From an optimization exercise on the open Yosys and OpenROAD flow, aimed at small area, a short achievable clock period and few clock cycles per item; shortcuts taken in it are not production practice. The RTL was checked by simulation tests, not by an equivalence proof against the original design. Power is estimated from default activity; no workload was simulated.

**design/flow/config.mk**
```make
export PLATFORM = sky130hd
export DESIGN_NAME = cache_access_controller
export DESIGN_NICKNAME = cache_access_controller
export VERILOG_FILES = /design/flow/design.v
export SDC_FILE = /design/flow/constraint.sdc
export NUM_CORES = 4
export LEC_CHECK = 0
export CAP_MARGIN = 20
export CORE_MARGIN = 2
export CORE_UTILIZATION = 60
export CTS_CLUSTER_DIAMETER = 100
export CTS_CLUSTER_SIZE = 24
export PLACE_DENSITY = 0.8
export SETUP_SLACK_MARGIN = 1.2
export SLEW_MARGIN = 20
```
**design/flow/constraint.sdc**
```tcl
create_clock -name core_clock -period 5.0 [get_ports {clk}]
set_input_delay 1.0000 -clock core_clock [delete_from_list [all_inputs] [get_ports {clk}]]
set_output_delay 1.0000 -clock core_clock [all_outputs]
set_load 0.01 [all_outputs]
```
**design/flow/design.v**
```verilog
package cache_ctrl_pkg;
  localparam int ADDR_WIDTH   = 16;
  localparam int BLOCK_SIZE   = 16;
  localparam int CACHE_LINES  = 16;
  localparam int OFFSET_WIDTH = $clog2(BLOCK_SIZE);
  localparam int INDEX_WIDTH  = $clog2(CACHE_LINES);
  localparam int TAG_WIDTH    = ADDR_WIDTH - OFFSET_WIDTH - INDEX_WIDTH;
  localparam int LINE_BITS    = BLOCK_SIZE * 8;
  typedef logic [ADDR_WIDTH-1:0]  addr_t;
  typedef logic [INDEX_WIDTH-1:0] index_t;
  typedef logic [TAG_WIDTH-1:0]   tag_t;
  typedef logic [LINE_BITS-1:0]   line_t;
  typedef enum logic [2:0] {
    S_IDLE,
    S_LOOKUP,
    S_WB_REQ,
    S_RF_REQ,
    S_RF_WAIT,
    S_RESP
  } state_e;
endpackage
import cache_ctrl_pkg::*;
module cache_line_store (
  input  logic                   clk,
  input  logic                   reset_n,
  input  logic [TAG_WIDTH-1:0]   lk_tag_in,
  output logic [CACHE_LINES-1:0] line_valid,
  output logic [CACHE_LINES-1:0] line_dirty,
  output logic [CACHE_LINES-1:0] line_match,
  input  logic [INDEX_WIDTH-1:0] vt_index,
  output logic [TAG_WIDTH-1:0]   vt_tag,
  input  logic [CACHE_LINES-1:0] rd_sel,
  input  logic                   rd_mem_sel,
  input  logic [LINE_BITS-1:0]   rd_mem_data,
  output logic [LINE_BITS-1:0]   rd_data,
  input  logic [CACHE_LINES-1:0] meta_we,
  input  logic                   wr_dirty,
  input  logic [CACHE_LINES-1:0] dirty_clr,
  input  logic [TAG_WIDTH-1:0]   wr_tag,
  input  logic [CACHE_LINES-1:0] data_we,
  input  logic [LINE_BITS-1:0]   wr_data
);
  logic [CACHE_LINES-1:0] valid_q;
  logic [CACHE_LINES-1:0] dirty_q;
  logic [TAG_WIDTH-1:0]   tag_q  [CACHE_LINES];
  logic [LINE_BITS-1:0]   data_q [CACHE_LINES];
  always_ff @(posedge clk or negedge reset_n) begin
    if (!reset_n) begin
      valid_q <= '0;
      dirty_q <= '0;
    end else begin
      for (int i = 0; i < CACHE_LINES; i++) begin
        if (meta_we[i]) begin
          valid_q[i] <= 1'b1;
          dirty_q[i] <= wr_dirty;
        end else if (dirty_clr[i]) begin
          dirty_q[i] <= 1'b0;
        end
      end
    end
  end
  always_ff @(posedge clk) begin
    for (int i = 0; i < CACHE_LINES; i++) begin
      if (meta_we[i]) tag_q[i]  <= wr_tag;
      if (data_we[i]) data_q[i] <= wr_data;
    end
  end
  always_comb begin
    for (int i = 0; i < CACHE_LINES; i++) line_match[i] = (tag_q[i] == lk_tag_in);
  end
  assign line_valid = valid_q;
  assign line_dirty = dirty_q;
  assign vt_tag     = tag_q[vt_index];
  always_comb begin
    rd_data = rd_mem_data & {LINE_BITS{rd_mem_sel}};
    for (int i = 0; i < CACHE_LINES; i++)
      rd_data = rd_data | (data_q[i] & {LINE_BITS{rd_sel[i]}});
  end
endmodule
import cache_ctrl_pkg::*;
module cache_access_controller (
  input  logic                  clk,
  input  logic                  reset_n,
  input  logic                  cpu_req_valid,
  output logic                  cpu_req_ready,
  input  logic                  cpu_req_write,
  input  logic [ADDR_WIDTH-1:0] cpu_req_addr,
  input  logic [LINE_BITS-1:0]  cpu_req_wdata,
  output logic                  cpu_resp_valid,
  output logic                  cpu_resp_hit,
  output logic [LINE_BITS-1:0]  cpu_resp_rdata,
  output logic                  mem_req_valid,
  input  logic                  mem_req_ready,
  output logic                  mem_req_write,
  output logic [ADDR_WIDTH-1:0] mem_req_addr,
  output logic [LINE_BITS-1:0]  mem_req_wdata,
  input  logic                  mem_resp_valid,
  input  logic [LINE_BITS-1:0]  mem_resp_rdata,
  output logic [15:0]           stat_requests,
  output logic [15:0]           stat_hits,
  output logic [15:0]           stat_misses,
  output logic [15:0]           stat_writebacks
);
  localparam logic [2:0] S_IDLE = 3'd0, S_RREQ = 3'd1, S_RWAIT = 3'd2,
                         S_VWR  = 3'd3, S_PWB  = 3'd4;
  logic [2:0]             st_q, st_d;
  logic                   vict_q, vict_d;
  logic                   pwk_q, pwk_d;         
  logic                   credit_q, credit_d;   
  logic [INDEX_WIDTH-1:0] idx_q, idx_d;         
  logic [INDEX_WIDTH-1:0] widx_q, widx_d;       
  logic [TAG_WIDTH-1:0]   ntag_q, ntag_d;
  logic [TAG_WIDTH-1:0]   vtag_q, vtag_d;
  logic                   resp_q, resp_d;
  logic                   hit_q, hit_d;
  logic                   prew_q, prew_d;       
  logic                   prew_hit_q, prew_hit_d;
  logic [15:0]            st_req_q, st_hit_q, st_miss_q, st_wb_q;
  logic [CACHE_LINES-1:0] rsel_q, rsel_d;
  logic                   msel_q, msel_d;
  logic [INDEX_WIDTH-1:0] in_idx;
  logic [TAG_WIDTH-1:0]   in_tag;
  logic [CACHE_LINES-1:0] in_sel, fill_sel, vsel;
  logic [CACHE_LINES-1:0] line_valid, line_dirty, line_match;
  logic [CACHE_LINES-1:0] line_hit, line_dvict;
  logic [TAG_WIDTH-1:0]   vt_tag;
  logic [LINE_BITS-1:0]   rd_data;
  logic                   lk_hit, lk_dvict;
  logic                   st_idle, st_pwb, st_rwait;
  logic                   idle_port;    
  logic                   refill;       
  logic                   same_wr;      
  logic                   waiting;      
  logic                   vict_take;    
  logic                   pw_take;      
  logic                   pw_go;        
  logic                   req_hit;      
  logic                   req_wb;       
  logic                   accept;
  logic                   comb_read;
  logic [CACHE_LINES-1:0] wr_take;      
  logic [CACHE_LINES-1:0] meta_we, data_we, dirty_clr;
  logic [LINE_BITS-1:0]   wr_data;
  assign in_idx = cpu_req_addr[OFFSET_WIDTH +: INDEX_WIDTH];
  assign in_tag = cpu_req_addr[ADDR_WIDTH-1 -: TAG_WIDTH];
  cache_line_store u_store (
    .clk        (clk),
    .reset_n    (reset_n),
    .lk_tag_in  (in_tag),
    .line_valid (line_valid),
    .line_dirty (line_dirty),
    .line_match (line_match),
    .vt_index   (in_idx),
    .vt_tag     (vt_tag),
    .rd_sel     (rsel_q),
    .rd_mem_sel (msel_q),
    .rd_mem_data(mem_resp_rdata),
    .rd_data    (rd_data),
    .meta_we    (meta_we),
    .wr_dirty   (cpu_req_write),
    .dirty_clr  (dirty_clr),
    .wr_tag     (in_tag),
    .data_we    (data_we),
    .wr_data    (wr_data)
  );
  assign st_idle  = (st_q == S_IDLE);
  assign st_pwb   = (st_q == S_PWB);
  assign st_rwait = (st_q == S_RWAIT);
  always_comb begin
    for (int i = 0; i < CACHE_LINES; i++) begin
      in_sel[i]   = (in_idx == i);
      fill_sel[i] = (idx_q == i);
      vsel[i]     = (widx_q == i);
    end
  end
  assign line_hit   = line_valid & line_match;
  assign line_dvict = line_valid & line_dirty & ~line_match;
  assign lk_hit     = |(in_sel & line_hit);
  assign lk_dvict   = |(in_sel & line_dvict);
  assign refill    = st_rwait && mem_resp_valid && !vict_q;
  assign same_wr   = refill && cpu_req_valid && cpu_req_write && (in_idx == idx_q);
  assign idle_port = st_idle || refill;
  assign waiting   = (st_q == S_RREQ) || (st_q == S_VWR) || (st_rwait && !mem_resp_valid);
  assign vict_take = vict_q && mem_req_ready && (st_rwait || (st_q == S_VWR));
  assign pw_take   = vict_take && pwk_q;
  assign pw_go     = st_rwait && !mem_resp_valid && !vict_q && cpu_req_valid && cpu_req_write &&
                     !prew_q && !credit_q && lk_dvict && (in_idx != idx_q);
  assign req_hit   = prew_q ? prew_hit_q : (!st_pwb && lk_hit);
  assign req_wb    = st_pwb || credit_q || lk_dvict;
  always_comb begin
    cpu_req_ready = 1'b0;
    unique case (st_q)
      S_IDLE:  cpu_req_ready = prew_q || !(cpu_req_write && lk_dvict);
      S_PWB:   cpu_req_ready = mem_req_ready;
      S_RWAIT: cpu_req_ready = refill && (!cpu_req_write || prew_q || (in_idx == idx_q));
      default: cpu_req_ready = 1'b0;
    endcase
  end
  assign accept    = cpu_req_valid && cpu_req_ready;
  assign comb_read = idle_port && cpu_req_valid && !cpu_req_write && !lk_hit;
  always_comb begin
    for (int i = 0; i < CACHE_LINES; i++) begin
      wr_take[i]   = cpu_req_valid && cpu_req_write && in_sel[i] &&
                     (st_pwb ? mem_req_ready :
                      ((st_idle || (waiting && !prew_q && !fill_sel[i])) &&
                       (!line_dvict[i] || (pw_take && vsel[i]))) ||
                      (refill && fill_sel[i]));
      data_we[i]   = (refill && fill_sel[i]) || wr_take[i];
      meta_we[i]   = wr_take[i] ||
                     (cpu_req_valid && !cpu_req_write && in_sel[i] && idle_port && !line_hit[i]);
      dirty_clr[i] = pw_take && vsel[i];
    end
  end
  assign wr_data = (st_rwait && mem_resp_valid && !same_wr) ? mem_resp_rdata : cpu_req_wdata;
  always_comb begin
    st_d       = st_q;
    vict_d     = vict_q;
    pwk_d      = pwk_q;
    credit_d   = credit_q;
    idx_d      = idx_q;
    widx_d     = widx_q;
    ntag_d     = ntag_q;
    vtag_d     = vtag_q;
    resp_d     = 1'b0;
    hit_d      = hit_q;
    prew_d     = prew_q;
    prew_hit_d = prew_hit_q;
    if (vict_take) begin
      vict_d = 1'b0;
      if (pwk_q) credit_d = 1'b1;
    end
    unique case (st_q)
      S_RREQ: begin
        if (mem_req_ready) st_d = S_RWAIT;
      end
      S_RWAIT: begin
        if (mem_resp_valid) begin
          if (vict_q) st_d = mem_req_ready ? S_RREQ : S_VWR;
          else        st_d = S_IDLE;
        end
      end
      S_VWR: begin
        if (mem_req_ready) st_d = S_RREQ;
      end
      S_PWB: begin
        if (mem_req_ready) st_d = S_IDLE;
      end
      default: ;
    endcase
    if (idle_port && cpu_req_valid) begin
      idx_d  = in_idx;
      widx_d = in_idx;
      ntag_d = in_tag;
      vtag_d = vt_tag;
    end
    if (pw_go) begin
      vict_d = 1'b1;
      pwk_d  = 1'b1;
      widx_d = in_idx;
      vtag_d = vt_tag;
    end
    if (|wr_take && !accept) begin
      prew_d     = 1'b1;
      prew_hit_d = lk_hit;
    end
    if (accept) begin
      hit_d    = req_hit;
      prew_d   = 1'b0;
      credit_d = 1'b0;
      if (cpu_req_write || lk_hit) resp_d = 1'b1;
      else begin
        vict_d = lk_dvict;
        pwk_d  = 1'b0;
        st_d   = mem_req_ready ? S_RWAIT : S_RREQ;
      end
    end else if (st_idle && cpu_req_valid) begin
      st_d = S_PWB;
    end
  end
  always_ff @(posedge clk or negedge reset_n) begin
    if (!reset_n) begin
      st_q     <= S_IDLE;
      vict_q   <= 1'b0;
      credit_q <= 1'b0;
      resp_q   <= 1'b0;
      prew_q   <= 1'b0;
      st_req_q <= '0;
      st_hit_q <= '0;
      st_miss_q <= '0;
      st_wb_q  <= '0;
    end else begin
      st_q     <= st_d;
      vict_q   <= vict_d;
      credit_q <= credit_d;
      resp_q   <= resp_d;
      prew_q   <= prew_d;
      if (accept) begin
        st_req_q <= st_req_q + 16'd1;
        if (req_hit) st_hit_q  <= st_hit_q + 16'd1;
        else         st_miss_q <= st_miss_q + 16'd1;
        if (req_wb)  st_wb_q  <= st_wb_q + 16'd1;
      end
    end
  end
  always_comb begin
    msel_d = (st_d == S_RWAIT) && !vict_d;
    for (int i = 0; i < CACHE_LINES; i++)
      rsel_d[i] = !msel_d && (((vict_d || st_d == S_PWB) ? widx_d : idx_d) == i);
  end
  always_ff @(posedge clk) begin
    rsel_q     <= rsel_d;
    msel_q     <= msel_d;
    pwk_q      <= pwk_d;
    idx_q      <= idx_d;
    widx_q     <= widx_d;
    ntag_q     <= ntag_d;
    vtag_q     <= vtag_d;
    hit_q      <= hit_d;
    prew_hit_q <= prew_hit_d;
  end
  assign cpu_resp_valid  = resp_q || refill;
  assign cpu_resp_hit    = hit_q;
  assign cpu_resp_rdata  = rd_data;
  assign mem_req_valid   = comb_read || (st_q == S_RREQ) || (st_q == S_VWR) || st_pwb ||
                           (st_rwait && vict_q);
  assign mem_req_write   = (st_q == S_VWR) || st_pwb || (st_rwait && vict_q);
  assign mem_req_addr    = {mem_req_write ? vtag_q : (st_q == S_RREQ) ? ntag_q : in_tag,
                            mem_req_write ? widx_q : (st_q == S_RREQ) ? idx_q : in_idx,
                            {OFFSET_WIDTH{1'b0}}};
  assign mem_req_wdata   = rd_data;
  assign stat_requests   = st_req_q;
  assign stat_hits       = st_hit_q;
  assign stat_misses     = st_miss_q;
  assign stat_writebacks = st_wb_q;
endmodule
```
**design/flow/flow/run.sh**
```bash
#!/bin/bash
# Standard ORFS layout, with plain buf_1 cells (not delay buffers) as the
# port buffers; placement repair resizes them as timing needs.
set -euo pipefail
export BUFFER_PORTS_ARGS="-buffer_cell sky130_fd_sc_hd__buf_1"
bash standard.sh > standard.log 2>&1
```
**design/flow/standard.sh**
```bash
#!/bin/bash
# synth_recipe.tcl (not shown) runs the flow's synth.tcl, then flattens the netlist and writes it again
# the make line also repeats each setting of config.mk as NAME=value (left out here)
make -C /OpenROAD-flow-scripts/flow DESIGN_CONFIG=/design/flow/config.mk WORK_HOME=/design/flow/orfs CLKGATE_MAP_FILE= SYNTH_SCRIPT=/design/flow/synth_recipe.tcl "${@:-finish}"
```
==> results.cfg, run 1 <==
[logic_synthesis]
yosysTopAreaCell = edfxtp_1
syn_area_per_cell_um2 = 16.55
syn-instance-count = 5435
synth_most_common_cell = edfxtp_1
yosysSeqAreaShare_pct = 76.68
ys_warn_count = 4
synth.cell_area_mm2 = 0.08997
synth-seq-cells = 2323
synth_edf_count = 2194
yosysTopAreaCellShare_pct = 73.23
async_reset_ff_share_pct = 4.434
ys_types = 82
ys.flop_type = edfxtp_1
synthTopCellsByArea = edfxtp_1, a22oi_1, dfrtp_1, mux2_2, xnor2_1
synth_top_cells_by_count = edfxtp_1, a22oi_1, clkbuf_1

[placed_design]
place.gp.congestion = 0.9430
portBuffers = 610
placed_cells = 7810
hpwl_um = 147800

[final_layout]
drive_above_1_share_pct = 10.97
n_fill_cell = 9700
final_cells = 8024
layout.nets = 6255
post-route-util_pct = 66.70
syn_to_final_growth_pct = 10.78

[sta]
hold_viol = 0
rsz0062_at_grt = true
fin_worst_skew_ns = 0.07971
max_slew_margin_pct = 35.53
post-route-min-period_ns = 4.275
fmax_mhz = 233.9
setup_viol = 0
maxSlewViolCount = 0
setup_tns_ns = 0
worst_pin_slew_ns = 0.9671
finalCritPeriodShare_pct = 85.50

[global_route]
gr-total-overflow = 0
antenna_found_initial = 2
track_usage_pct = 33.87
grt_pass1_vias = 54538
grt_first_pass_wirelength_um = 373600
grt_max_degree = 75

[clock_tree]
cts_sinks = 2323
cts-buffers-inserted = 108
cts_buffer_depth = 3
htreeDepth = 3
holdBufCountCts = 0
clk_pin_slew_ns = 0.09
cts_tree = done
cts-root-buf = clkbuf_16
clock_latency_ns = 0.81

[route]
wl_per_cell_um = 33.17
via_count = 56542
via_per_inst = 7.047
drc_errors = 0
drt_pre_antenna_iters = 9
drt_iter0_drc = 10005
ant_nets = 0
drt-total-wl_um = 266200

[floorplan]
rows = 142
initial_core_util_pct = 60.21
io_pins = 619
core_area_mm2 = 0.1494
die_x_um = 391.2
die_h_um = 391.2
dieArea_mm2 = 0.1531

[worst_hold_path]
hold_path_class = in -> async

[setup_path]
critPathRequiredTime_ns = 4.00
critical_path_class = in -> out
cp-start-kind = input port
setup.worst_path.end_class = output pin
cp_max_fo = 8
cp.arrival_ns = 3.27

[pwr]
power.density_mw_per_mm2 = 534.8
irDropWorstVdd_v = 0.0004864
power.static_leakage_uw = 0.03137

[flow_run]
drv_cap = 0

[outcome]
status = complete, no violations
## registers in the layout, indices dropped and copies added, names as in the netlist
name,flops
u_store.tag_q,128
msel_q,1
st_q,3
idx_q,4
ntag_q,8
st_wb_q,16
vtag_q,8
hit_q,1
widx_q,4
u_store.valid_q,16
prew_hit_q,1
st_hit_q,16
u_store.dirty_q,16
credit_q,1
pwk_q,1
prew_q,1
st_miss_q,16
rsel_q,16
u_store.data_q,2048
vict_q,1
st_req_q,16
resp_q,1
## layout make-up
type                    instances  area [um^2]  share of cell area (%)
clock inverters                 9        175.2                  0.1758
multi-input cells            2624        18880                   18.94
clock buffers                 133         2796                   2.806
inverters                      21        78.83                 0.07910
diodes                          3        7.507                0.007533
repair buffers                895         6152                   6.173
flip-flops and latches       2323        69050                   69.28
well taps                    2016         2522                   2.531
## logic make-up (layout without fill, tap and decap cells)
logic type | Yosys count | after routing | synth area share (%)
adder cells (fa/ha/maj) | 4 | 4 | 0.05563
buffers and inverters | 491 | 1058 | 2.756
XOR/XNOR | 192 | 192 | 1.919
other | 1 | 7 | 0.004168
AO/OA/AOI/OAI | 1301 | 1301 | 11.18
multiplexers | 183 | 183 | 2.224
flip-flops | 2323 | 2323 | 76.68
AND/OR/NAND/NOR | 940 | 940 | 5.183
## path summary, 6_finish.rpt
check | endpoint | from | depth (start not counted) | slack, ns
worst max-delay path | cpu_req_ready | cpu_req_addr[8] | 10 | 0.73
worst min-delay path | st_req_q[4]$_DFFE_PN0N_ | reset_n | 1 | 0.32
worst max register to register | u_store.data_q[10][20]$_DFFE_PP_ | st_q[2]$_DFF_PN0_ | 7 | 1.28
worst min register to register | st_req_q[15]$_DFFE_PN0N_ | st_req_q[15]$_DFFE_PN0N_ | 1 | 0.48
max in group asynchronous | u_store.valid_q[1]$_DFFE_PN0P_ | reset_n | 2 | 3.60
min in group core_clock | st_req_q[15]$_DFFE_PN0N_ | st_req_q[15]$_DFFE_PN0N_ | 1 | 0.48
## per-stage QoR
step	total power, uW	hold WS, ns	setup slack, ns	instance area [um^2]
final	53300	0.3197	0.7250	99660
after global routing	55140	0.4063	0.7210	99650
after CTS	52770	0.3896	0.7309	99340
after detailed placement	42630	0.4597	0.3535	95170
after global placement	42290	0.4554	0.3345	95170
after floorplan	36620	0.4405	0.7442	90060
## critical path, stage by stage
cell,delay [ns]
clkbuf_8,0.14
buf_4,0.18
xnor2_1,0.15
nand4_1,0.30
o2111ai_2,0.28
o221ai_1,0.21
or4_4,0.50
o21a_4,0.23
o21ai_2,0.12
buf_2,0.15
## power by group
group | switching (uW) | internal (uW) | leakage (uW)
clock | 5790 | 3990 | 0.00143
combinational | 13300 | 5880 | 0.00862
sequential | 1140 | 23100 | 0.0213
total | 20300 | 33000 | 0.0314
## layer usage
layer / GRT usage [%] / wire [um]
met1: 46.56 / 94360
met2: 53.59 / 125700
met3: 6.012 / 33490
met4: 15.12 / 12620
met5: 0 / 27
## what timing repair did
item                                    in CTS  in global routing
endpoints found under the setup margin     318                167
buffers inserted                            48                 13
gates resized for setup                     58                 22
pin swaps                                   16                  5
cloned                                       8                  0
## cell usage in the layout (no fill, tap or decap), drive strengths merged, types with 8 or more instances in the layout
master,n
nand3,164
a22oi,863
nor2b,15
o21bai,13
o22ai,11
and2,13
buf,880
dfrtp,103
a21o,17
a211oi,13
dfxtp,26
inv,24
o2111ai,8
xor2,26
nor4,10
a221oi,58
o22a,8
nand2,251
mux2,135
edfxtp,2194
a21oi,47
nor3,26
nor2,175
a22o,33
or3,8
clkbuf,142
and3,62
o211ai,9
xnor2,166
a31oi,11
nand4,171
nand2b,11
mux2i,48
o21ai,42
a222oi,129
or2,14
Testbench counts, summed over its fixed seeds: cycles 10,412, items 4,800.
==> run 2, diff against run 1 <==
--- a/design/flow/config.mk
+++ b/design/flow/config.mk
@@ -7,9 +7,9 @@
 export LEC_CHECK = 0
 export CAP_MARGIN = 20
 export CORE_MARGIN = 2
-export CORE_UTILIZATION = 60
+export CORE_UTILIZATION = 40
 export CTS_CLUSTER_DIAMETER = 100
 export CTS_CLUSTER_SIZE = 24
-export PLACE_DENSITY = 0.8
+export PLACE_DENSITY = 0.6
 export SETUP_SLACK_MARGIN = 1.2
 export SLEW_MARGIN = 20
==> results.cfg, run 2 <==
[route]
via_per_inst = 6.006
drt-total-wl_um = 279000
via_count = 54706
drc_errors = 0
wl_per_cell_um = 30.63
drt_iter0_drc = 7657
ant_nets = 0
drt_pre_antenna_iters = 7

[final_layout]
top_register = u_store.data_q
multiInputGateArea_mm2 = 0.01893
final_common_cell = edfxtp_1
layout.nets = 6357
seqCellArea_mm2 = 0.06905
final_cell_mix = edfxtp_1, a22oi_1, buf_1
largestRegisters = u_store.data_q: 2048 flops, u_store.tag_q: 128 flops
syn_to_final_growth_pct = 13.46
drive_above_1_share_pct = 12.69
largest_reg_flops = 2048
n_fill_cell = 19489
post-route-util_pct = 45.52

[floorplan]
rows = 174
core_area_mm2 = 0.2242
io_pins = 619
die_h_um = 478.3
dieArea_mm2 = 0.2287
die_x_um = 478.3
initial_core_util_pct = 40.12

[logic_synthesis]
async_reset_ff_share_pct = 4.434
synth.cell_area_mm2 = 0.08997
synth-seq-cells = 2323
synth_top_cells_by_count = edfxtp_1, a22oi_1, clkbuf_1
yosysTopAreaCellShare_pct = 73.23
synthTopCellsByArea = edfxtp_1, a22oi_1, dfrtp_1, mux2_2, xnor2_1
ys_types = 82
yosysTopAreaCell = edfxtp_1
synth_edf_count = 2194
synth_most_common_cell = edfxtp_1
ys.flop_type = edfxtp_1
ys_warn_count = 4
syn-instance-count = 5435
yosysSeqAreaShare_pct = 76.68
syn_area_per_cell_um2 = 16.55

[clock_tree]
holdBufCountCts = 0
htreeDepth = 3
cts_tree = done
cts-buffers-inserted = 110
cts-root-buf = clkbuf_16
clk_pin_slew_ns = 0.09
cts_buffer_depth = 3
cts_sinks = 2323
clock_latency_ns = 0.82

[pwr]
power.static_leakage_uw = 0.03204
irDropWorstVdd_v = 0.0004047
power.density_mw_per_mm2 = 528.3

[sta]
holdWs_ns = 0.3131
worst_pin_slew_ns = 1.081
hold_viol = 0
finalCritPeriodShare_pct = 86.23
fin_ws_ns = 0.6887
setup_viol = 0
maxSlewViolCount = 0
fmax_mhz = 231.9
fin_worst_skew_ns = 0.05879
max_slew_margin_pct = 27.77
rsz0062_at_grt = true
post-route-min-period_ns = 4.311
setup_tns_ns = 0

[global_route]
grt_pass1_vias = 52405
antenna_found_initial = 10
grt_first_pass_wirelength_um = 389300
grt_max_degree = 73
track_usage_pct = 23.37
gr-total-overflow = 0

[flow_run]
drv_cap = 0

[outcome]
status = complete, no violations

[setup_path]
path_delay_family = simple AND/OR/NAND/NOR gates
slowest_stage = or4_4
cp-start-kind = input port
cp_num_buf_inv = 4
path_cells = clkbuf_16 > buf_12 > xor2_1 > nor4_2 > buf_4 > a21oi_4 > o21bai_1 > or4_4 > o21a_4 > o21ai_2 > buf_6
critical_path_class = in -> out
setup.worst_path.end_class = output pin
critPathRequiredTime_ns = 4.00
cp_max_fo = 9
cp.arrival_ns = 3.31
slowest_delay_ns = 0.57

[placed_design]
hpwl_um = 160800
place.gp.congestion = 0.8942
portBuffers = 610
post-place-ws_ns = 0.2463

[worst_hold_path]
hold_path_class = in -> async
[run 2: cell counts after synthesis]
Identical to the previous run, type by type.
[run 2: final cells by class]
type                    count  area share, %
flip-flops and latches   2323          67.65
multi-input cells        2626          18.55
repair buffers            993          7.035
well taps                2992          3.668
clock buffers             137          2.817
clock inverters            14         0.2035
inverters                  21        0.07722
diodes                      2       0.004903
[run 2: worst reg2reg max path, stage by stage, from the launching register on]
cell and delay (ns):
dfrtp_2 0.54, nand3b_1 0.35, or4_1 0.72, nor2_1 0.17, o32ai_1 0.09, a211oi_1 0.58
a21o_4 0.59, buf_4 0.36
[run 2: power breakdown]
group          leakage [uW]  switching, uW  internal (uW)
Clock               0.00150           6020           4130
Sequential           0.0213            987          23100
Combinational       0.00922          13500           6170
Total                0.0320          20500          33400
[run 2: routing by layer]
| layer | part of all wire (%) | global-route usage, % |
|---|---|---|
| met5 | 0.013 | 0 |
| met1 | 41 | 33.20 |
| met2 | 48 | 38.49 |
| met4 | 2.1 | 5.122 |
| met3 | 8.3 | 3.000 |
[run 2: cells by family (layout without fill, tap and decap cells)]
family | count (synthesis) | count (layout) | synth area share, %
multiplexers | 183 | 183 | 2.224
XOR/XNOR | 192 | 192 | 1.919
buffers and inverters | 491 | 1165 | 2.756
AO/OA/AOI/OAI | 1301 | 1301 | 11.18
flip-flops | 2323 | 2323 | 76.68
AND/OR/NAND/NOR | 940 | 942 | 5.183
adder cells (fa/ha/maj) | 4 | 4 | 0.05563
other | 1 | 6 | 0.004168
[run 2: stage by stage]
stage               cells  power (uW)  instance area [um^2]
finish               9108       53930                102100
global route         9107       56240                102100
CTS                  9082       54110                101700
detailed placement   8857       43370                 97380
global placement     8857       43260                 97380
floorplan            5438       36620                 90060
[run 2: what timing repair did]
item | CTS | global route
pin swaps | 27 | 18
buffers inserted | 69 | 22
endpoints found under the setup margin | 489 | 358
resized for setup | 58 | 23
cloned | 5 | 2
endpoints found under the hold margin | 0 | 0
[run 2: final timing paths]
kind                            cells past startpoint                         endpoint                     start  slack [ns]
worst max-delay path                               11                    cpu_req_ready           cpu_req_addr[9]        0.69
worst min-delay path                                1         st_hit_q[12]$_DFFE_PN0P_                   reset_n        0.31
worst max register to register                      7  u_store.data_q[0][18]$_DFFE_PP_         st_q[2]$_DFF_PN0_        1.29
worst min register to register                      1         st_req_q[15]$_DFFE_PN0N_  st_req_q[15]$_DFFE_PN0N_        0.47
max in group asynchronous                           2        st_miss_q[13]$_DFFE_PN0P_                   reset_n        3.62
min in group core_clock                             1    u_store.tag_q[4][3]$_DFFE_PP_          cpu_req_addr[11]        0.47
==> run 3, diff against run 2 <==
--- a/design/flow/design.v
+++ b/design/flow/design.v
@@ -175,8 +175,8 @@
   end
   assign line_hit   = line_valid & line_match;
   assign line_dvict = line_valid & line_dirty & ~line_match;
-  assign lk_hit     = |(in_sel & line_hit);
-  assign lk_dvict   = |(in_sel & line_dvict);
+  assign lk_hit     = line_hit[in_idx];
+  assign lk_dvict   = line_dvict[in_idx];
   assign refill    = st_rwait && mem_resp_valid && !vict_q;
   assign same_wr   = refill && cpu_req_valid && cpu_req_write && (in_idx == idx_q);
   assign idle_port = st_idle || refill;
--- a/design/flow/config.mk
+++ b/design/flow/config.mk
@@ -7,9 +7,9 @@
 export LEC_CHECK = 0
 export CAP_MARGIN = 20
 export CORE_MARGIN = 2
-export CORE_UTILIZATION = 40
+export CORE_UTILIZATION = 70
 export CTS_CLUSTER_DIAMETER = 100
 export CTS_CLUSTER_SIZE = 24
-export PLACE_DENSITY = 0.6
+export PLACE_DENSITY = 0.85
 export SETUP_SLACK_MARGIN = 1.2
 export SLEW_MARGIN = 20
==> results.cfg, run 3 <==
[outcome]
status = complete, no violations

[final_layout]
post-route-util_pct = 77.56
layout.nets = 6234
top_register = u_store.data_q
syn_to_final_growth_pct = 10.18
n_fill_cell = 6664
stdcell_area_mm2 = 0.09878
final_cells = 7650
final_common_cell = edfxtp_1
final_cell_mix = edfxtp_1, a22oi_1, buf_1
largestRegisters = u_store.data_q: 2048 flops, u_store.tag_q: 128 flops
drive_above_1_share_pct = 10.86
largest_reg_flops = 2048

[sta]
setup_viol = 0
post-route-min-period_ns = 4.086
fmax_mhz = 244.8
hold_viol = 0
worst_pin_slew_ns = 1.167
max_slew_margin_pct = 21.94
setup_tns_ns = 0
fin_ws_ns = 0.9142
fin_worst_skew_ns = 0.03801
maxSlewViolCount = 0
rsz0062_at_grt = true
finalCritPeriodShare_pct = 81.72

[logic_synthesis]
synth_compound_area_share_pct = 10.79
synthSimpleGateAreaFrac_pct = 5.448
async_reset_ff_share_pct = 4.434
syn-instance-count = 5412
ys_warn_count = 4
ys.flop_type = edfxtp_1
ys_types = 84
syn_area_per_cell_um2 = 16.57
yosysTopAreaCell = edfxtp_1
yosysSeqAreaShare_pct = 76.94
synth_most_common_cell = edfxtp_1
synth-seq-cells = 2323
synth-xor-area-share_pct = 1.884
synth_fa_ha_area_share_pct = 0.05582
synth_top_family_by_area = compound AO/OA/AOI/OAI gates
synth.cell_area_mm2 = 0.08965
synthTopCellsByArea = edfxtp_1, a22oi_1, dfrtp_1, mux2_2, xnor2_1
synth_top_cells_by_count = edfxtp_1, a22oi_1, nand2_1
yosysTopAreaCellShare_pct = 73.49
synthMuxAreaShare_pct = 2.064
synth_edf_count = 2194

[flow_run]
drv_cap = 0

[pwr]
irDropWorstVdd_v = 0.0004942
power.density_mw_per_mm2 = 559.1
power.static_leakage_uw = 0.03135

[clock_tree]
cts_tree = done
cts_buffer_depth = 3
clock_latency_ns = 0.78
htreeDepth = 3
cts-buffers-inserted = 107
cts_sinks = 2323
holdBufCountCts = 0
cts-root-buf = clkbuf_16
clk_pin_slew_ns = 0.10

[placed_design]
place_area_mm2 = 0.09443
hpwl_um = 147000
portBuffers = 610
post-place-ws_ns = 0.5082
place.gp.congestion = 0.9752
placed_cells = 7437

[setup_path]
cp_max_fo = 7
cp-start-kind = input port
reg2regPathDepth = 9
path_cells = buf_8 > buf_12 > buf_12 > xnor2_4 > nand4_1 > nor2_4 > o32ai_2 > o2111a_2 > nor4_4 > o21ai_1 > nand2b_1 > buf_6
path_common_cell = buf_12
slowest_stage = nor4_4
path_delay_family = simple AND/OR/NAND/NOR gates
cp_num_buf_inv = 4
setup.worst_path.end_class = output pin
cp.arrival_ns = 3.09
critPathRequiredTime_ns = 4.00
slowest_delay_ns = 0.33
cp.depth = 12
critical_path_class = in -> out

[floorplan]
core_area_mm2 = 0.1274
die_x_um = 361.9
rows = 131
io_pins = 619
initial_core_util_pct = 70.40
dieArea_mm2 = 0.1310
die_h_um = 361.9

[worst_hold_path]
hold_path_class = in -> async

[route]
drt_pre_antenna_iters = 9
via_count = 57378
drc_errors = 0
drt_iter0_drc = 11450
via_per_inst = 7.500
drt-total-wl_um = 264800
wl_per_cell_um = 34.62
ant_nets = 0

[global_route]
grt_max_degree = 69
antenna_found_initial = 8
track_usage_pct = 39.59
gr-total-overflow = 0
grt_pass1_vias = 56181
grt_first_pass_wirelength_um = 372500
[run 3: layout make-up]
class                           instances  area [um^2]  area share, %
Sequential cell                      2323        69050          69.90
Multi-Input combinational cell       2597        18690          18.92
Timing Repair Buffer                  887         5902          5.975
Clock buffer                          134         2800          2.835
Tap cell                             1662         2079          2.105
Inverter                               36        140.1         0.1419
Clock inverter                          6        106.4         0.1077
Antenna cell                            5        12.51        0.01267
[run 3: final timing paths]
check / start / to / slack, ns
setup / recovery: cpu_req_addr[8] / cpu_req_ready / 0.91
hold / removal: reset_n / st_wb_q[8]$_DFFE_PN0P_ / 0.29
setup reg to reg: st_q[2]$_DFF_PN0_ / u_store.data_q[1][61]$_DFFE_PP_ / 1.25
hold reg to reg: st_wb_q[15]$_DFFE_PN0P_ / st_wb_q[15]$_DFFE_PN0P_ / 0.48
max in group asynchronous: reset_n / st_req_q[15]$_DFFE_PN0N_ / 3.77
min in group core_clock: st_wb_q[15]$_DFFE_PN0P_ / st_wb_q[15]$_DFFE_PN0P_ / 0.48
[run 3: cells by family (layout without fill, tap and decap cells)]
family                     count (synthesis)  in the layout
xor gates and xnor gates                 192            192
AOI/OAI and AO/OA                       1231           1231
other                                      1              9
muxes                                    168            168
adders and majority gates                  4              4
DFF                                     2323           2323
buffers and inverters                    495           1063
and+or+nand+nor                          998            998
[run 3: through the flow]
| step | hold WS (ns) | total power [uW] |
|---|---|---|
| floorplan | 0.4257 | 37900 |
| global placement | 0.4352 | 43780 |
| detailed placement | 0.4570 | 44330 |
| CTS | 0.2775 | 54450 |
| global route | 0.3353 | 56750 |
| finish | 0.2902 | 55220 |
[run 3: power breakdown]
| group | leakage (uW) | internal, uW | switching (uW) |
|---|---|---|---|
| combinational | 0.00867 | 6450 | 14700 |
| clock | 0.00141 | 3970 | 5720 |
| sequential | 0.0213 | 23200 | 1160 |
[run 3: repair_timing]
item,CTS,global route
buffers inserted,51,12
pin swaps,19,18
cloned,5,0
setup endpoints to repair,270,164
gates resized for setup,60,30
[run 3: layer usage]
| layer | global-route usage [%] | vias to the layer above | share of wire (%) |
|---|---|---|---|
| met5 | 0 | - | 0.022 |
| li1 | - | 22802 | - |
| met1 | 52.12 | 27917 | 32 |
| met2 | 63.50 | 5703 | 48 |
| met4 | 20.15 | 8 | 5.6 |
| met3 | 8.307 | 948 | 14 |
Testbench counts of run 3, summed over its fixed seeds: cycles 10,412, items 4,800.
==> run 4, diff against run 3 <==
--- a/design/flow/config.mk
+++ b/design/flow/config.mk
@@ -11,5 +11,5 @@
 export CTS_CLUSTER_DIAMETER = 100
 export CTS_CLUSTER_SIZE = 24
 export PLACE_DENSITY = 0.85
-export SETUP_SLACK_MARGIN = 1.2
+export SETUP_SLACK_MARGIN = 0.6
 export SLEW_MARGIN = 20
==> results.cfg, run 4 <==
[outcome]
status = complete, no violations

[global_route]
use_met1_pct = 51.14
gr-total-overflow = 0
met3_usage_pct = 7.322
grt_first_pass_wirelength_um = 358400
grtUsageMet2_pct = 59.90
antenna_found_initial = 4
grt_pass1_vias = 54899
track_usage_pct = 37.58
top_usage_layer = met2
grt_max_degree = 72

[clock_tree]
cts_sinks = 2323
cts-root-buf = clkbuf_16
clock_latency_ns = 0.76
post_cts.repair.setup_buffers = 0
htreeDepth = 3
cts_tree = done
cts_buffer_depth = 3
cts-buffers-inserted = 106
clk_pin_slew_ns = 0.11

[logic_synthesis]
syn_area_per_cell_um2 = 16.57
ys_warn_count = 4
yosysSeqAreaShare_pct = 76.94
synth_top_cells_by_count = edfxtp_1, a22oi_1, nand2_1
yosysTopAreaCellShare_pct = 73.49
synth_most_common_cell = edfxtp_1
synth_edf_count = 2194
synth-seq-cells = 2323
synthTopCellsByArea = edfxtp_1, a22oi_1, dfrtp_1, mux2_2, xnor2_1
async_reset_ff_share_pct = 4.434
ys.flop_type = edfxtp_1
syn-instance-count = 5412
yosysTopAreaCell = edfxtp_1
ys_types = 84
synth.cell_area_mm2 = 0.08965

[final_layout]
seqCellArea_mm2 = 0.06905
syn_to_final_growth_pct = 8.383
largest_reg_flops = 2048
largestRegisters = u_store.data_q: 2048 flops, u_store.tag_q: 128 flops
top_register = u_store.data_q
final_cell_mix = edfxtp_1, a22oi_1, buf_1
multiInputGateArea_mm2 = 0.01845
final_common_cell = edfxtp_1
final_cells = 7562
layout.nets = 6148
drive_above_1_share_pct = 8.798
n_fill_cell = 6882

[sta]
fin_ws_ns = 0.6046
maxSlewViolCount = 0
worst_pin_slew_ns = 1.254
setup_tns_ns = 0
hold_viol = 0
rsz0062_at_grt = true
holdWs_ns = 0.3976
fin_worst_skew_ns = 0.04483
setup_viol = 0
max_slew_margin_pct = 16.41
post-route-min-period_ns = 4.395
fmax_mhz = 227.5
finalCritPeriodShare_pct = 87.91

[setup_path]
cp_max_fo = 18
critPathRequiredTime_ns = 4.00
regToRegStartpoint = st_q[0]$_DFF_PN0_
critical_path_class = in -> out
setup.worst_path.end_class = output pin
cp.arrival_ns = 3.40
crit_start = cpu_req_addr[14]
cp-start-kind = input port

[route]
drt_pre_antenna_iters = 9
drc_errors = 0
via_per_inst = 7.453
ant_nets = 0
via_count = 56363
wl_per_cell_um = 33.14
drt_iter0_drc = 10971
drt-total-wl_um = 250600

[placed_design]
portBuffers = 610
hpwl_um = 145500
placed_cells = 7420
post-place-ws_ns = 0.4833
place.gp.congestion = 0.9829

[floorplan]
dieArea_mm2 = 0.1310
die_h_um = 361.9
initial_core_util_pct = 70.40
core_area_mm2 = 0.1274
io_pins = 619
rows = 131
die_x_um = 361.9

[pwr]
power.static_leakage_uw = 0.03059
combPwrFrac_pct = 35.8
p_total_uw = 53980
power.internal_uw = 33140
sequentialPowerShare_pct = 46.5
power.switching_uw = 20830
switching_share_pct = 38.59
p_clk_share_pct = 17.8
power.density_mw_per_mm2 = 555.5
irDropWorstVdd_v = 0.0004507

[flow_run]
drv_cap = 0

[worst_hold_path]
hold_path_class = in -> async
## run 4: cell count changes in the layout (fill, tap and decap cells not counted), sizes merged
| cell | previous run | this run |
|---|---|---|
| clkinv | 2 | 1 |
| clkbuf | 141 | 144 |
| diode | 5 | 1 |
| buf | 876 | 794 |
| bufbuf | 4 | 0 |
## run 4: kinds of logic (layout without fill, tap and decap cells)
group	count (synthesis)	in the layout	synth area share, %
flip-flops	2323	2323	76.94
AO/OA/AOI/OAI	1231	1231	10.79
AND/OR/NAND/NOR	998	998	5.448
buffers and inverters	495	979	2.815
XOR/XNOR	192	192	1.884
multiplexers	168	168	2.064
adder cells (fa/ha/maj)	4	4	0.05583
other	1	5	0.004183
## run 4: stage by stage
step	util, %	cell area, um^2
global route	76.30	97170
finish	76.30	97170
global placement	74.02	94270
floorplan	-	89700
CTS	76.29	97160
detailed placement	74.02	94270
## run 4: area by class of cell
| type | count | area share (%) |
|---|---|---|
| multi-input combinational | 2597 | 18.99 |
| clock buffer | 136 | 2.889 |
| timing repair buffer | 802 | 4.705 |
| antenna | 1 | 0.002575 |
| inverter | 36 | 0.1442 |
| clock inverter | 5 | 0.07597 |
| tap | 1662 | 2.140 |
| sequential | 2323 | 71.06 |
## run 4: final timing paths
path | to | slack [ns] | cells after the start
setup / recovery | cpu_req_ready | 0.60 | 11
hold / removal | u_store.valid_q[15]$_DFFE_PN0P_ | 0.40 | 1
setup reg to reg | u_store.data_q[15][119]$_DFFE_PP_ | 1.20 | 8
hold reg to reg | pwk_q$_DFF_P_ | 0.46 | 2
max in group asynchronous | st_hit_q[11]$_DFFE_PN0P_ | 3.51 | 2
min in group core_clock | pwk_q$_DFF_P_ | 0.46 | 2
## run 4: power groups by stage
| stage | Sequential, uW | Combinational, uW | Clock [uW] |
|---|---|---|---|
| 2_1_floorplan | 24000 | 13900 | 0 |
| 5_1_grt | 25100 | 20400 | 10200 |
| 3_5_place_dp | 25400 | 18800 | 0 |
| 6_report | 25100 | 19300 | 9590 |
| 3_3_place_gp | 25300 | 18400 | 0 |
| 4_1_cts | 25000 | 19000 | 9550 |
## run 4: per-layer routing
metal / share of wire [%] / up-vias
met4: 5.0 / 4
met2: 48 / 5194
met1: 34 / 27792
li1: - / 22618
met5: 0.059 / -
met3: 14 / 755
## run 4: what timing repair did
item                                    in CTS  in global routing
endpoints found under the setup margin       1                  2
resized for setup                            1                  3
hold buffers                                 0                  0
hold endpoints to repair                     0                  0
## run 4: critical path, stage by stage
cell and delay, ns:
clkbuf_2 0.33, buf_12 0.22, xnor2_1 0.13, nand4_1 0.23, nor2_2 0.26, o32ai_1 0.15
o2111a_1 0.29, nor4_4 0.35, o21ai_0 0.13, nand2b_1 0.09, buf_1 0.20
==> run 5, diff against run 4 <==
--- a/design/flow/config.mk
+++ b/design/flow/config.mk
@@ -7,9 +7,9 @@
 export LEC_CHECK = 0
 export CAP_MARGIN = 20
 export CORE_MARGIN = 2
-export CORE_UTILIZATION = 70
+export CORE_UTILIZATION = 60
 export CTS_CLUSTER_DIAMETER = 100
 export CTS_CLUSTER_SIZE = 24
-export PLACE_DENSITY = 0.85
-export SETUP_SLACK_MARGIN = 0.6
+export PLACE_DENSITY = 0.8
+export SETUP_SLACK_MARGIN = 1.2
 export SLEW_MARGIN = 20
==> results.cfg, run 5 <==
[sta]
max_slew_margin_pct = 43.63
setup_tns_ns = 0
hold_viol = 0
fin_ws_ns = 0.8834
finalCritPeriodShare_pct = 82.33
worst_pin_slew_ns = 0.8456
setup_viol = 0
fmax_mhz = 242.9
rsz0062_at_grt = true
maxSlewViolCount = 0
post-route-min-period_ns = 4.117
holdWs_ns = 0.3385
fin_worst_skew_ns = 0.04277

[final_layout]
seqCellArea_mm2 = 0.06905
final_common_cell = edfxtp_1
final_cell_mix = edfxtp_1, a22oi_1, buf_1
n_fill_cell = 9444
multiInputGateArea_mm2 = 0.01868
largestRegisters = u_store.data_q: 2048 flops, u_store.tag_q: 128 flops
top_register = u_store.data_q
layout.nets = 6257
largest_reg_flops = 2048
syn_to_final_growth_pct = 10.83
drive_above_1_share_pct = 11.22
final_cells = 7931

[setup_path]
cp.arrival_ns = 3.12
crit_start = cpu_req_addr[13]
critical_path_class = in -> out
slowest_delay_ns = 0.53
path_delay_family = compound AO/OA/AOI/OAI gates
cp_max_fo = 12
cp-start-kind = input port
cp_num_buf_inv = 5
setup.worst_path.end_class = output pin
path_common_cell = buf_2
regToRegStartpoint = st_q[2]$_DFF_PN0_
path_cells = buf_2 > buf_12 > buf_4 > xnor2_1 > nand4_1 > nor4_2 > o41ai_2 > o2111ai_4 > buf_6 > o221ai_2 > buf_2
slowest_stage = o41ai_2
critPathRequiredTime_ns = 4.00

[placed_design]
place.gp.congestion = 0.9670
placed_cells = 7724
hpwl_um = 147300
portBuffers = 610
post-place-ws_ns = 0.4742

[route]
drc_errors = 0
drt_pre_antenna_iters = 7
via_count = 56530
drt-total-wl_um = 264400
drt_iter0_drc = 9622
wl_per_cell_um = 33.34
ant_nets = 0
via_per_inst = 7.128

[logic_synthesis]
synthTopCellsByArea = edfxtp_1, a22oi_1, dfrtp_1, mux2_2, xnor2_1
synth_compound_area_share_pct = 10.79
yosysTopAreaCellShare_pct = 73.49
yosysTopAreaCell = edfxtp_1
synth-xor-area-share_pct = 1.884
synth_most_common_cell = edfxtp_1
ys.flop_type = edfxtp_1
yosysSeqAreaShare_pct = 76.94
ys_types = 84
synth-seq-cells = 2323
syn-instance-count = 5412
synth_top_cells_by_count = edfxtp_1, a22oi_1, nand2_1
async_reset_ff_share_pct = 4.434
synth_top_family_by_area = compound AO/OA/AOI/OAI gates
synth.cell_area_mm2 = 0.08965
synth_edf_count = 2194
syn_area_per_cell_um2 = 16.57
synthMuxAreaShare_pct = 2.064
ys_warn_count = 4
synth_fa_ha_area_share_pct = 0.05582
synthSimpleGateAreaFrac_pct = 5.448

[clock_tree]
cts_buffer_depth = 3
cts_sinks = 2323
holdBufCountCts = 0
clock_latency_ns = 0.79
htreeDepth = 3
cts-root-buf = clkbuf_16
cts-buffers-inserted = 107
cts_tree = done
clk_pin_slew_ns = 0.09

[floorplan]
rows = 141
core_area_mm2 = 0.1480
dieArea_mm2 = 0.1525
die_x_um = 390.6
initial_core_util_pct = 60.57
die_h_um = 390.6
io_pins = 619

[pwr]
power.static_leakage_uw = 0.03148
power.density_mw_per_mm2 = 554.4
irDropWorstVdd_v = 0.0004176

[global_route]
grt_first_pass_wirelength_um = 368700
antenna_found_initial = 6
grt_pass1_vias = 54618
gr-total-overflow = 0
track_usage_pct = 33.43
grt_max_degree = 70

[outcome]
status = complete, no violations

[flow_run]
drv_cap = 0

[worst_hold_path]
hold_path_class = in -> async
==> run 5: cell counts after synthesis <==
No cell type changed its count.
==> run 5: timing repair <==
| item | CTS | global route |
|---|---|---|
| buffers inserted | 39 | 26 |
| gates resized for setup | 46 | 48 |
| gates cloned | 2 | 5 |
| pin swaps | 12 | 27 |
| hold endpoints to repair | 0 | 0 |
| endpoints found under the setup margin | 266 | 591 |
==> run 5: cell type report <==
class | count | area share, %
inverters | 36 | 0.1410
diodes | 2 | 0.005037
multi-input cells | 2599 | 18.80
repair buffers | 908 | 6.226
well taps | 1930 | 2.430
clock inverters | 8 | 0.1259
clock buffers | 125 | 2.784
flip-flops and latches | 2323 | 69.49
==> run 5: metal layers <==
layer / track usage, % / routed length, um
met5: 0 / 32
met4: 14.86 / 13630
met3: 6.286 / 33280
met2: 54.14 / 126400
met1: 44.58 / 91020
==> run 5: cell families after synthesis <==
kind of cell | Yosys count
adder cells (fa/ha/maj) | 4
XOR/XNOR | 192
multiplexers | 168
buffers and inverters | 495
other | 1
flip-flops | 2323
AO/OA/AOI/OAI | 1231
AND/OR/NAND/NOR | 998
==> run 5: stage by stage <==
stage	power (uW)	utilization, %	area [um^2]
floorplan	37900	-	89750
global placement	44100	64.24	95090
detailed placement	44450	64.24	95090
CTS	54510	66.77	98830
global route	56890	67.13	99360
finish	55090	67.13	99360
==> run 5: worst paths after layout <==
check | to | slack [ns] | cells after the start
worst max register to register | u_store.data_q[13][52]$_DFFE_PP_ | 1.34 | 9
worst min register to register | pwk_q$_DFF_P_ | 0.45 | 2
worst min-delay path | st_wb_q[8]$_DFFE_PN0P_ | 0.34 | 1
min in group core_clock | pwk_q$_DFF_P_ | 0.45 | 2
worst max-delay path | mem_req_valid | 0.88 | 11
max in group asynchronous | u_store.valid_q[10]$_DFFE_PN0P_ | 3.55 | 2
==> run 5: report_power, final <==
part           internal, uW  switching, uW
Combinational          6510          14500
Sequential            23200           1130
Clock                  4000           5700
Total                 33700          21400
==> run 6, diff against run 5 <==
--- a/design/flow/config.mk
+++ b/design/flow/config.mk
@@ -7,9 +7,9 @@
 export LEC_CHECK = 0
 export CAP_MARGIN = 20
 export CORE_MARGIN = 2
-export CORE_UTILIZATION = 60
-export CTS_CLUSTER_DIAMETER = 100
-export CTS_CLUSTER_SIZE = 24
-export PLACE_DENSITY = 0.8
+export CORE_UTILIZATION = 70
+export CTS_CLUSTER_DIAMETER = 90
+export CTS_CLUSTER_SIZE = 27
+export PLACE_DENSITY = 0.85
 export SETUP_SLACK_MARGIN = 1.2
 export SLEW_MARGIN = 20
==> results.cfg, run 6 <==
[logic_synthesis]
ys_types = 84
synth_most_common_cell = edfxtp_1
async_reset_ff_share_pct = 4.434
yosysTopAreaCellShare_pct = 73.49
synth-seq-cells = 2323
ys.flop_type = edfxtp_1
yosysSeqAreaShare_pct = 76.94
synth.cell_area_mm2 = 0.08965
ys_warn_count = 4
yosysTopAreaCell = edfxtp_1
synth_edf_count = 2194
syn_area_per_cell_um2 = 16.57
synthTopCellsByArea = edfxtp_1, a22oi_1, dfrtp_1, mux2_2, xnor2_1
synth_top_cells_by_count = edfxtp_1, a22oi_1, nand2_1
syn-instance-count = 5412

[setup_path]
setup.worst_path.end_class = output pin
path_common_cell = buf_4
slowest_delay_ns = 0.36
path_cells = clkbuf_2 > buf_12 > xnor2_2 > nand4_1 > buf_4 > nor4_2 > a2111oi_4 > buf_4 > o2111ai_4 > buf_6 > o221ai_2 > buf_2
critPathRequiredTime_ns = 4.00
critical_path_class = in -> out
cp.arrival_ns = 3.06
cp-start-kind = input port
slowest_stage = nor4_2
cp_max_fo = 16

[global_route]
track_usage_pct = 39.72
grt_first_pass_wirelength_um = 374100
grt_pass1_vias = 56214
antenna_found_initial = 4
grt_max_degree = 69
gr-total-overflow = 0

[pwr]
switching_share_pct = 39.23
power.static_leakage_uw = 0.03130
combPwrFrac_pct = 38.6
power.internal_uw = 33360
p_clk_share_pct = 17.0
sequentialPowerShare_pct = 44.4
power.switching_uw = 21530
power.density_mw_per_mm2 = 556.4
irDropWorstVdd_v = 0.0006264

[route]
wl_met3_um = 37420
wl_per_cell_um = 34.85
dr.max_layer_used = met5
drt-total-wl_um = 266100
dr_wl_met2_um = 126900
drt_pre_antenna_iters = 10
drt_iter0_drc = 11544
via_per_inst = 7.513
via_count = 57365
wl_met1_um = 86360
ant_nets = 0
drc_errors = 0

[clock_tree]
cts_tree = done
cts_buffer_depth = 3
cts-buffers-inserted = 96
htreeDepth = 3
clk_pin_slew_ns = 0.11
cts-root-buf = clkbuf_16
cts_sinks = 2323
clock_latency_ns = 0.78
holdBufCountCts = 0

[outcome]
status = complete, no violations

[placed_design]
hpwl_um = 147000
portBuffers = 610
place.gp.congestion = 0.9752
placed_cells = 7437

[final_layout]
largestRegisters = u_store.data_q: 2048 flops, u_store.tag_q: 128 flops
top_register = u_store.data_q
final_common_cell = edfxtp_1
layout.nets = 6224
final_cell_mix = edfxtp_1, a22oi_1, buf_1
drive_above_1_share_pct = 10.77
largest_reg_flops = 2048
final_cells = 7635
syn_to_final_growth_pct = 10.05

[sta]
fin_worst_skew_ns = 0.04950
maxSlewViolCount = 0
hold_viol = 0
worst_pin_slew_ns = 0.7371
max_slew_margin_pct = 50.86
rsz0062_at_grt = true
post-route-min-period_ns = 4.063
finalCritPeriodShare_pct = 81.26
fmax_mhz = 246.1
setup_viol = 0
setup_tns_ns = 0
holdWs_ns = 0.2878

[floorplan]
io_pins = 619
dieArea_mm2 = 0.1310
die_x_um = 361.9
rows = 131
initial_core_util_pct = 70.40
die_h_um = 361.9
core_area_mm2 = 0.1274

[flow_run]
drv_cap = 0

[worst_hold_path]
hold_path_class = in -> async
-- run 6: cell type report --
cell class                      count  area (um^2)
Fill cell                        6655        28690
Clock inverter                      7        137.6
Multi-Input combinational cell   2597        18750
Inverter                           36        140.1
Timing Repair Buffer              888         5972
Tap cell                         1662         2079
Antenna cell                        2        5.005
Sequential cell                  2323        69050
Clock buffer                      120         2535
-- run 6: worst paths after layout --
path / from / end / slack [ns] / depth (start not counted)
worst max register to register: st_q[2]$_DFF_PN0_ / u_store.data_q[13][56]$_DFFE_PP_ / 1.40 / 9
worst max-delay path: cpu_req_addr[14] / mem_req_valid / 0.94 / 12
min in group core_clock: st_wb_q[15]$_DFFE_PN0P_ / st_wb_q[15]$_DFFE_PN0P_ / 0.48 / 1
worst min-delay path: reset_n / st_wb_q[8]$_DFFE_PN0P_ / 0.29 / 1
worst min register to register: st_wb_q[15]$_DFFE_PN0P_ / st_wb_q[15]$_DFFE_PN0P_ / 0.48 / 1
max in group asynchronous: reset_n / st_req_q[14]$_DFFE_PN0N_ / 3.75 / 2
-- run 6: metal layers --
layer / global-route usage [%] / vias to the layer above
met2: 63.72 / 5668
met4: 20.58 / 4
met5: 0 / -
met1: 52.09 / 27998
li1: - / 22781
met3: 8.332 / 914
-- run 6: power groups by stage --
stage / clock network [uW] / logic (uW) / registers (uW)
detailed placement: 0 / 19000 / 25300
finish: 9320 / 21200 / 24400
floorplan: 0 / 13900 / 24000
global route: 9820 / 22100 / 24400
CTS: 9250 / 20400 / 24400
global placement: 0 / 18500 / 25300
-- run 6: critical path, delay by kind of cell --
family | cells | cell delay, ns
compound gates | 3 | 0.39
simple gates | 2 | 0.56
buf+inv | 6 | 0.98
xor+xnor | 1 | 0.12
-- run 6: kinds of logic (layout without fill, tap and decap cells) --
family,after synthesis,count (layout),share of synthesized area (%)
flip-flops,2323,2323,76.94
AO/OA/AOI/OAI,1231,1231,10.79
AND/OR/NAND/NOR,998,998,5.448
buffers and inverters,495,1051,2.815
XOR/XNOR,192,192,1.884
multiplexers,168,168,2.064
adder cells (fa/ha/maj),4,4,0.05583
other,1,6,0.004183
-- run 6: per-stage QoR --
stage	power (uW)	cell area [um^2]	utilization, %	setup slack, ns
2_1_floorplan	37900	89750	-	0.7668
3_3_place_gp	43780	94430	74.14	0.5128
3_5_place_dp	44330	94430	74.14	0.5082
4_1_cts	54060	98340	77.22	1.004
5_1_grt	56380	98660	77.47	0.8628
6_report	54890	98660	77.47	0.9371
-- run 6: timing repair --
item / in CTS / in global routing
cloned: 7 / 0
endpoints found under the setup margin: 267 / 262
setup buffers: 43 / 18
gates resized for setup: 79 / 16
pin swaps: 22 / 18
==> run 7, diff against run 6 <==
--- a/design/flow/config.mk
+++ b/design/flow/config.mk
@@ -11,5 +11,5 @@
 export CTS_CLUSTER_DIAMETER = 90
 export CTS_CLUSTER_SIZE = 27
 export PLACE_DENSITY = 0.85
-export SETUP_SLACK_MARGIN = 1.2
+export SETUP_SLACK_MARGIN = 1.4
 export SLEW_MARGIN = 20
==> results.cfg, run 7 <==
[logic_synthesis]
syn-instance-count = 5412
yosysSeqAreaShare_pct = 76.94
synth_top_family_by_area = compound AO/OA/AOI/OAI gates
synth-seq-cells = 2323
synthTopCellsByArea = edfxtp_1, a22oi_1, dfrtp_1, mux2_2, xnor2_1
synth_compound_area_share_pct = 10.79
ys.flop_type = edfxtp_1
yosysTopAreaCellShare_pct = 73.49
yosysTopAreaCell = edfxtp_1
synth-xor-area-share_pct = 1.884
synthMuxAreaShare_pct = 2.064
synth_fa_ha_area_share_pct = 0.05582
synth_edf_count = 2194
synth.cell_area_mm2 = 0.08965
synth_top_cells_by_count = edfxtp_1, a22oi_1, nand2_1
synth_most_common_cell = edfxtp_1
synthSimpleGateAreaFrac_pct = 5.448
syn_area_per_cell_um2 = 16.57
ys_types = 84
ys_warn_count = 4
async_reset_ff_share_pct = 4.434

[placed_design]
hpwl_um = 143300
placed_cells = 7417
portBuffers = 610
place.gp.congestion = 0.9777

[final_layout]
final_cell_mix = edfxtp_1, a22oi_1, buf_1
drive_above_1_share_pct = 12.57
top_register = u_store.data_q
largestRegisters = u_store.data_q: 2048 flops, u_store.tag_q: 128 flops
final_common_cell = edfxtp_1
layout.nets = 6310
multiInputGateArea_mm2 = 0.01908
final_cells = 7733
n_fill_cell = 6452
syn_to_final_growth_pct = 11.68
largest_reg_flops = 2048
seqCellArea_mm2 = 0.06905

[route]
via_per_inst = 7.566
drt_pre_antenna_iters = 9
drt-total-wl_um = 274500
via_count = 58509
drc_errors = 0
drt_iter0_drc = 12146
ant_nets = 0
wl_per_cell_um = 35.49

[sta]
setup_tns_ns = 0
worst_pin_slew_ns = 0.9669
post-route-min-period_ns = 4.092
max_slew_margin_pct = 35.54
maxSlewViolCount = 0
rsz0062_at_grt = true
finalCritPeriodShare_pct = 81.85
setup_viol = 0
fmax_mhz = 244.4
hold_viol = 0
fin_worst_skew_ns = 0.03321

[floorplan]
io_pins = 619
rows = 131
core_area_mm2 = 0.1274
die_h_um = 361.9
die_x_um = 361.9
initial_core_util_pct = 70.40
dieArea_mm2 = 0.1310

[global_route]
track_usage_pct = 40.28
grt_max_degree = 73
grt_first_pass_wirelength_um = 379000
antenna_found_initial = 5
grt_pass1_vias = 56474
gr-total-overflow = 0

[clock_tree]
clk_pin_slew_ns = 0.11
cts_sinks = 2323
htreeDepth = 3
cts-root-buf = clkbuf_16
cts-buffers-inserted = 96
clock_latency_ns = 0.76
cts_buffer_depth = 3
cts_tree = done

[setup_path]
cp-start-kind = flop
path_cells = xnor2_4 > nand4_1 > nor2_2 > o32ai_2 > o211a_1 > nor4_4 > o21ai_1 > nand2b_1 > buf_6
slowest_delay_ns = 0.54
slowest_stage = edfxtp_1
setup.worst_path.end_class = output pin
critPathRequiredTime_ns = 4.00
cp.arrival_ns = 3.09
critical_path_class = reg -> out
cp_max_fo = 2

[pwr]
irDropWorstVdd_v = 0.0006586
power.static_leakage_uw = 0.03203
power.density_mw_per_mm2 = 553.7

[worst_hold_path]
hold_path_class = in -> async

[flow_run]
drv_cap = 0

[outcome]
status = complete, no violations
run 7: cell counts after synthesis:
Identical to the previous run, type by type.
run 7: area by class of cell:
class	instances	area share, %
Inverter	36	0.1400
Multi-Input combinational cell	2606	19.06
Tap cell	1662	2.077
Clock inverter	8	0.1112
Clock buffer	131	2.594
Sequential cell	2323	68.96
Timing Repair Buffer	965	7.048
Antenna cell	2	0.004999
run 7: cells by family (layout without fill, tap and decap cells):
logic type,count (synthesis),after routing
flops,2323,2323
mux,168,168
compound gates,1231,1231
fa+ha+maj,4,4
xor+xnor,192,192
simple gates,998,1007
buf+inv,495,1140
other cells,1,6
run 7: power by group:
group	internal, uW	switching (uW)
clock	3690	5670
sequential	23200	951
combinational	6780	15100
run 7: path summary, 6_finish.rpt:
check | start | to | slack [ns] | cells after the start
setup / recovery | u_store.tag_q[0][6]$_DFFE_PP_ | cpu_req_ready | 0.91 | 9
setup reg to reg | st_q[2]$_DFF_PN0_ | u_store.data_q[6][99]$_DFFE_PP_ | 1.46 | 8
max in group asynchronous | reset_n | u_store.dirty_q[5]$_DFFE_PN0P_ | 3.54 | 2
hold reg to reg | pwk_q$_DFF_P_ | pwk_q$_DFF_P_ | 0.46 | 2
min in group core_clock | pwk_q$_DFF_P_ | pwk_q$_DFF_P_ | 0.46 | 2
hold / removal | reset_n | st_wb_q[5]$_DFFE_PN0P_ | 0.43 | 1
run 7: metrics by stage:
| step | instance area, um^2 | util, % | setup slack [ns] | power [uW] | hold slack, ns |
|---|---|---|---|---|---|
| after global placement | 94360 | 74.09 | 0.5276 | 43650 | 0.4382 |
| final | 100100 | 78.62 | 0.9076 | 55440 | 0.4310 |
| after floorplan | 89840 | - | 0.7876 | 37900 | 0.4257 |
| after detailed placement | 94360 | 74.09 | 0.5003 | 44180 | 0.4423 |
| after global routing | 100100 | 78.61 | 0.8124 | 56860 | 0.4628 |
| after CTS | 98870 | 77.63 | 1.062 | 54320 | 0.4476 |
run 7: critical path, delay by kind of cell (launching register included):
family,cells,cell delay [ns]
flops,1,0.54
compound gates,3,0.49
simple gates,4,0.95
buf+inv,1,0.11
xor+xnor,1,0.27
run 7: routing by layer:
layer	track usage [%]	part of all wire, %	vias up
met3	9.017	15	935
li1	-	-	22969
met1	53.27	32	28474
met4	21.27	6.0	6
met2	63.55	47	6125
met5	0	0.018	-
run 7: what timing repair did:
item                       4_1_cts  5_1_grt
setup endpoints to repair      443     1380
gates resized for setup         98       80
setup buffers                   78       75
pin swaps                       31       41
hold buffers                     0        0
cloned                          11       11
hold endpoints to repair         0        0

[static timing again, ports no longer ideal]
How much do the figures lean on ideal ports? The routed layouts below were timed once more, with nothing changed but the port constraints.
Step 1 assumes that a clkbuf_16 drives the clock port and a buf_2 every other input.
Step 2 moves the port delays by t, midway between the first and last clock arrival at a register: inputs arrive t later, outputs are due t later. That takes back most of the time a late clock gives input paths.
a / b / c = no drivers / after step 1 / after step 2; a / b = the first two.
run	t (ns)	slack for setup (ns)	clock arrival spread, ns
run 1	0.854	0.725 / 0.685 / 0.692	0.080 / 0.080
run 2	0.883	0.689 / 0.650 / 0.584	0.059 / 0.059
run 3	0.843	0.914 / 0.874 / 0.576	0.039 / 0.039
run 4	0.820	0.605 / 0.578 / 0.487	0.045 / 0.045
run 5	0.848	0.883 / 0.836 / 0.776	0.044 / 0.044
run 6	0.832	0.937 / 0.892 / 0.749	0.051 / 0.051
run 7	0.821	0.908 / 0.826 / 0.767	0.037 / 0.037
After both steps every run listed still meets setup and hold. The setup slack of run 3, which loses most, moves by -0.040 ns with the drivers and by -0.338 ns with both steps.
